Background: an optimization exercise with open tools, aiming at small area, a short achievable clock period and few clock cycles per item. Do not read the settings as production practice.
Only simulation tests tie the RTL to the original design; equivalence was not proved.
Power and IR drop assume default switching activity.

==> flow/design.v (excerpt) <==
module iir_biquad_tdm (
  input  logic               clk,
  input  logic               reset,
  input  logic               in_valid,
  output logic               in_ready,
  input  logic [1:0]         in_ch,
  input  logic [16:0]        x,
  input  logic               coef_we,
  input  logic [2:0]         coef_sel,
  input  logic [16:0]        coef_data,
  output logic               out_valid,
  output logic [1:0]         out_ch,
  output logic [16:0]        y,
  output logic               ovf
);
Size: ~4500 cells after synthesis, about 65 I/O pins, roughly 53000 um2 of cells after synthesis.
Settings: LEC_CHECK=0, CAP_MARGIN=20, CORE_MARGIN=2, CORE_UTILIZATION=40, CTS_CLUSTER_DIAMETER=90, CTS_CLUSTER_SIZE=30, SLEW_MARGIN=20, TNS_END_PERCENT=0; clock period 13.0 ns.
standard.sh (not shown) runs the stock make flow with config.mk's settings and CLKGATE_MAP_FILE= SYNTH_SCRIPT=/design/flow/synth_recipe.tcl, a recipe that flattens the netlist after the stock synthesis.
==> flow/flow/run.sh <==
#!/bin/bash
# Standard ORFS layout with three changes to how it is made:
#  - after the standard synthesis, flow/invopt.py re-chooses the polarity of
#    each full adder (and of some two-level gates) to cancel the inverters
#    synthesis leaves between adders; the logic and registers are unchanged;
#  - the port buffers use a plain buffer cell instead of a delay buffer;
#  - the timing repair aims below the clock period (setup margin).
# Each tool's output goes to a log file of its own in this folder.
set -euo pipefail
cd "$(dirname "$0")/.."
KNOBS=(BUFFER_PORTS_ARGS="-buffer_cell sky130_fd_sc_hd__buf_4" SETUP_SLACK_MARGIN=9.3)
RES="$PWD/orfs/results/sky130hd/iir_biquad_tdm/base"
bash standard.sh "${KNOBS[@]}" "$RES/1_2_yosys.v" > flow_synth.log 2>&1
cp "$RES/1_2_yosys.v" yosys_netlist.v
python3 flow/invopt.py yosys_netlist.v "$RES/1_2_yosys.v" > invopt.log 2>&1
bash standard.sh "${KNOBS[@]}" finish > flow_make.log 2>&1
Other scripts of this flow, unchanged in this note and not shown: flow/flow/invopt.py
The baseline finished with timing, DRC and antenna clean.
Testbench counts at the start, summed over its fixed seeds: cycles 4,256, items 4,096.
Then changed:
--- a/flow/config.mk
+++ b/flow/config.mk
@@ -6,4 +6,5 @@
 export NUM_CORES = 4
 export LEC_CHECK = 0
+export ABC_AREA = 1
 export CAP_MARGIN = 20
 export CORE_MARGIN = 2
@@ -12,3 +13,2 @@
 export CTS_CLUSTER_SIZE = 30
 export SLEW_MARGIN = 20
-export TNS_END_PERCENT = 0
After rerunning: The new run completed with no timing, DRC or antenna violations. Total power grows by 8.2%. Die area is higher by 2.2%. Non-clock buffer count goes up by 126. Count of clock-buffer cells in the layout stays the same.
Then changed:
--- a/flow/config.mk
+++ b/flow/config.mk
@@ -6,5 +6,4 @@
 export NUM_CORES = 4
 export LEC_CHECK = 0
-export ABC_AREA = 1
 export CAP_MARGIN = 20
 export CORE_MARGIN = 2
Worst setup slack gets better by 31 ps.
Global-route usage goes down by 1.9 points.
Non-clock buffer count goes down by 140.
Die area goes down by a few percent.
Sequential power barely changes.
Cell count goes down by a little under a tenth.
Clock skew goes down by 3.0 ps.
Then changed:
--- a/flow/config.mk
+++ b/flow/config.mk
@@ -9,5 +9,5 @@
 export CORE_MARGIN = 2
 export CORE_UTILIZATION = 40
-export CTS_CLUSTER_DIAMETER = 90
-export CTS_CLUSTER_SIZE = 30
+export CTS_CLUSTER_DIAMETER = 80
+export CTS_CLUSTER_SIZE = 26
 export SLEW_MARGIN = 20
After rerunning:
- sequential share of layout area went down by 0.19 points
- hold slack got worse by 3.1 ps
- non-clock buffer count went up by 6
- final cell count went up by about 0.36%
- worst setup slack got worse by 3.2 ps
- sequential cell count is unchanged
- power went up by 1.4%
- cell area went up by 0.58%
- count of clock-buffer cells in the layout went up by 10
- clock power went up by about 10%

* * *

== build 13 ==
Another version of the RTL of iir_biquad_tdm (not shown whole).
Size: ~4500 cells after synthesis, about 54000 um^2 of cells after synthesis.
==> flow/config.mk <==
export PLATFORM = sky130hd
export DESIGN_NAME = iir_biquad_tdm
export DESIGN_NICKNAME = iir_biquad_tdm
export VERILOG_FILES = /design/flow/design.v
export SDC_FILE = /design/flow/constraint.sdc
export NUM_CORES = 4
export LEC_CHECK = 0
export CAP_MARGIN = 20
export CORE_MARGIN = 2
export CORE_UTILIZATION = 55
export CTS_CLUSTER_DIAMETER = 80
export CTS_CLUSTER_SIZE = 26
export PLACE_DENSITY = 0.7
export SLEW_MARGIN = 20
==> flow/constraint.sdc <==
create_clock -name core_clock -period 13.0 [get_ports {clk}]
set_input_delay 2.6000 -clock core_clock [delete_from_list [all_inputs] [get_ports {clk}]]
set_output_delay 2.6000 -clock core_clock [all_outputs]
set_load 0.01 [all_outputs]
Scripts as last shown in full above: flow/flow/run.sh
Other scripts of this flow, unchanged in this note and not shown: flow/flow/invopt.py
Testbench counts of build 13, summed over its fixed seeds: cycles 4,256, items 4,096.
### build 13 -> build 48
- CORE_UTILIZATION changed from 55 to 40
- PLACE_DENSITY removed (was 0.7)
--- outcome ---
Build 48 was carried through to the last stage, and its layout satisfied the timing, DRC and antenna checks.
On growth of design area from synthesis to finish: build 48 sits above build 13.
Delta (build 48 minus build 13): sequential share of layout area shows a reduction of 0.35 points, clock power shows a reduction of about 5%, routed length per instance shows a reduction of 5.9%, clock-cell share of area shows a reduction of 0.23 points, total iterations of the first detailed-routing run shows an increase of 2.
| hold slack | build 48 vs build 13 | ≈ equal |
Note that the floorplan die area recorded for build 13 amounts to 0.73 times the value seen in build 48.
Summary of build 48 over build 13: detailed-route wire length rose 2.1%, final instance area now sits higher.
What build 58 does differently from build 48 at the input level:
- a deleted CTS_CLUSTER_DIAMETER that had been 80
- a deleted CTS_CLUSTER_SIZE that had been 26
### Flow results
Delta (build 58 minus build 48): sequential power barely changed, final area shows an increase of 1.9%. On final net count, the lower figure sits with build 48, not build 58. On detail-routed via count per cell, build 48 and build 58 are basically level. Diff build 48 -> build 58 | clock group share of total power | increase of 5.3 points. Relative to build 48, the fmax measured on build 58 has increased slightly. Per the comparison of build 58 with build 48, power +about 6%, share of the clock period used by the worst path ~0 delta, portion of the layout cell area used by clock cells +2.3 points. Compared with build 48, build 58 shows a higher fraction of final layout cells with drive strength greater than 1. Share of total power consumed by net switching sits lower in build 58 than in build 48.

-- port drivers added, routing unchanged --
The flow's constraints put no driver on any port. The routed layouts listed below were extracted and timed again, unchanged, in two steps. Step 1 (the two cells are an assumption about what drives the block):
set clk [get_ports {clk}]
set_driving_cell -lib_cell sky130_fd_sc_hd__clkbuf_16 $clk
set_driving_cell -lib_cell sky130_fd_sc_hd__buf_2 [delete_from_list [all_inputs] $clk]
Step 2, shift: input delay + t, output delay - t, t = (earliest + latest rising clock arrival at the registers) / 2. This alone moves slack from input paths to output paths. a / b / c = ideal / step 1 / step 2; a / b = the first two.
run	shift t [ns]	setup slack, ns	hold slack, ns	worst register clock-pin slew, ns
the first run of note 1	0.696	9.229 / 9.165 / 8.701	0.301 / 0.301 / 0.301	0.12 / 0.12
the second run of note 1	0.699	9.257 / 9.184 / 8.775	0.321 / 0.321 / 0.321	0.12 / 0.12
the third run of note 1	0.681	9.288 / 9.218 / 8.723	0.320 / 0.320 / 0.320	0.12 / 0.12
the fourth run of note 1	0.695	9.285 / 9.220 / 8.714	0.316 / 0.316 / 0.316	0.11 / 0.11
build 13	0.706	9.284 / 9.217 / 8.620	0.319 / 0.319 / 0.319	0.11 / 0.11
build 48	0.712	9.281 / 9.208 / 8.638	0.321 / 0.321 / 0.321	0.11 / 0.11
build 58	0.728	9.294 / 9.220 / 8.628	0.318 / 0.318 / 0.318	0.07 / 0.07
After both steps setup and hold are still met in every run listed. The setup slack of build 58, which loses most, moves by -0.074 ns with the drivers and by -0.666 ns with both steps.
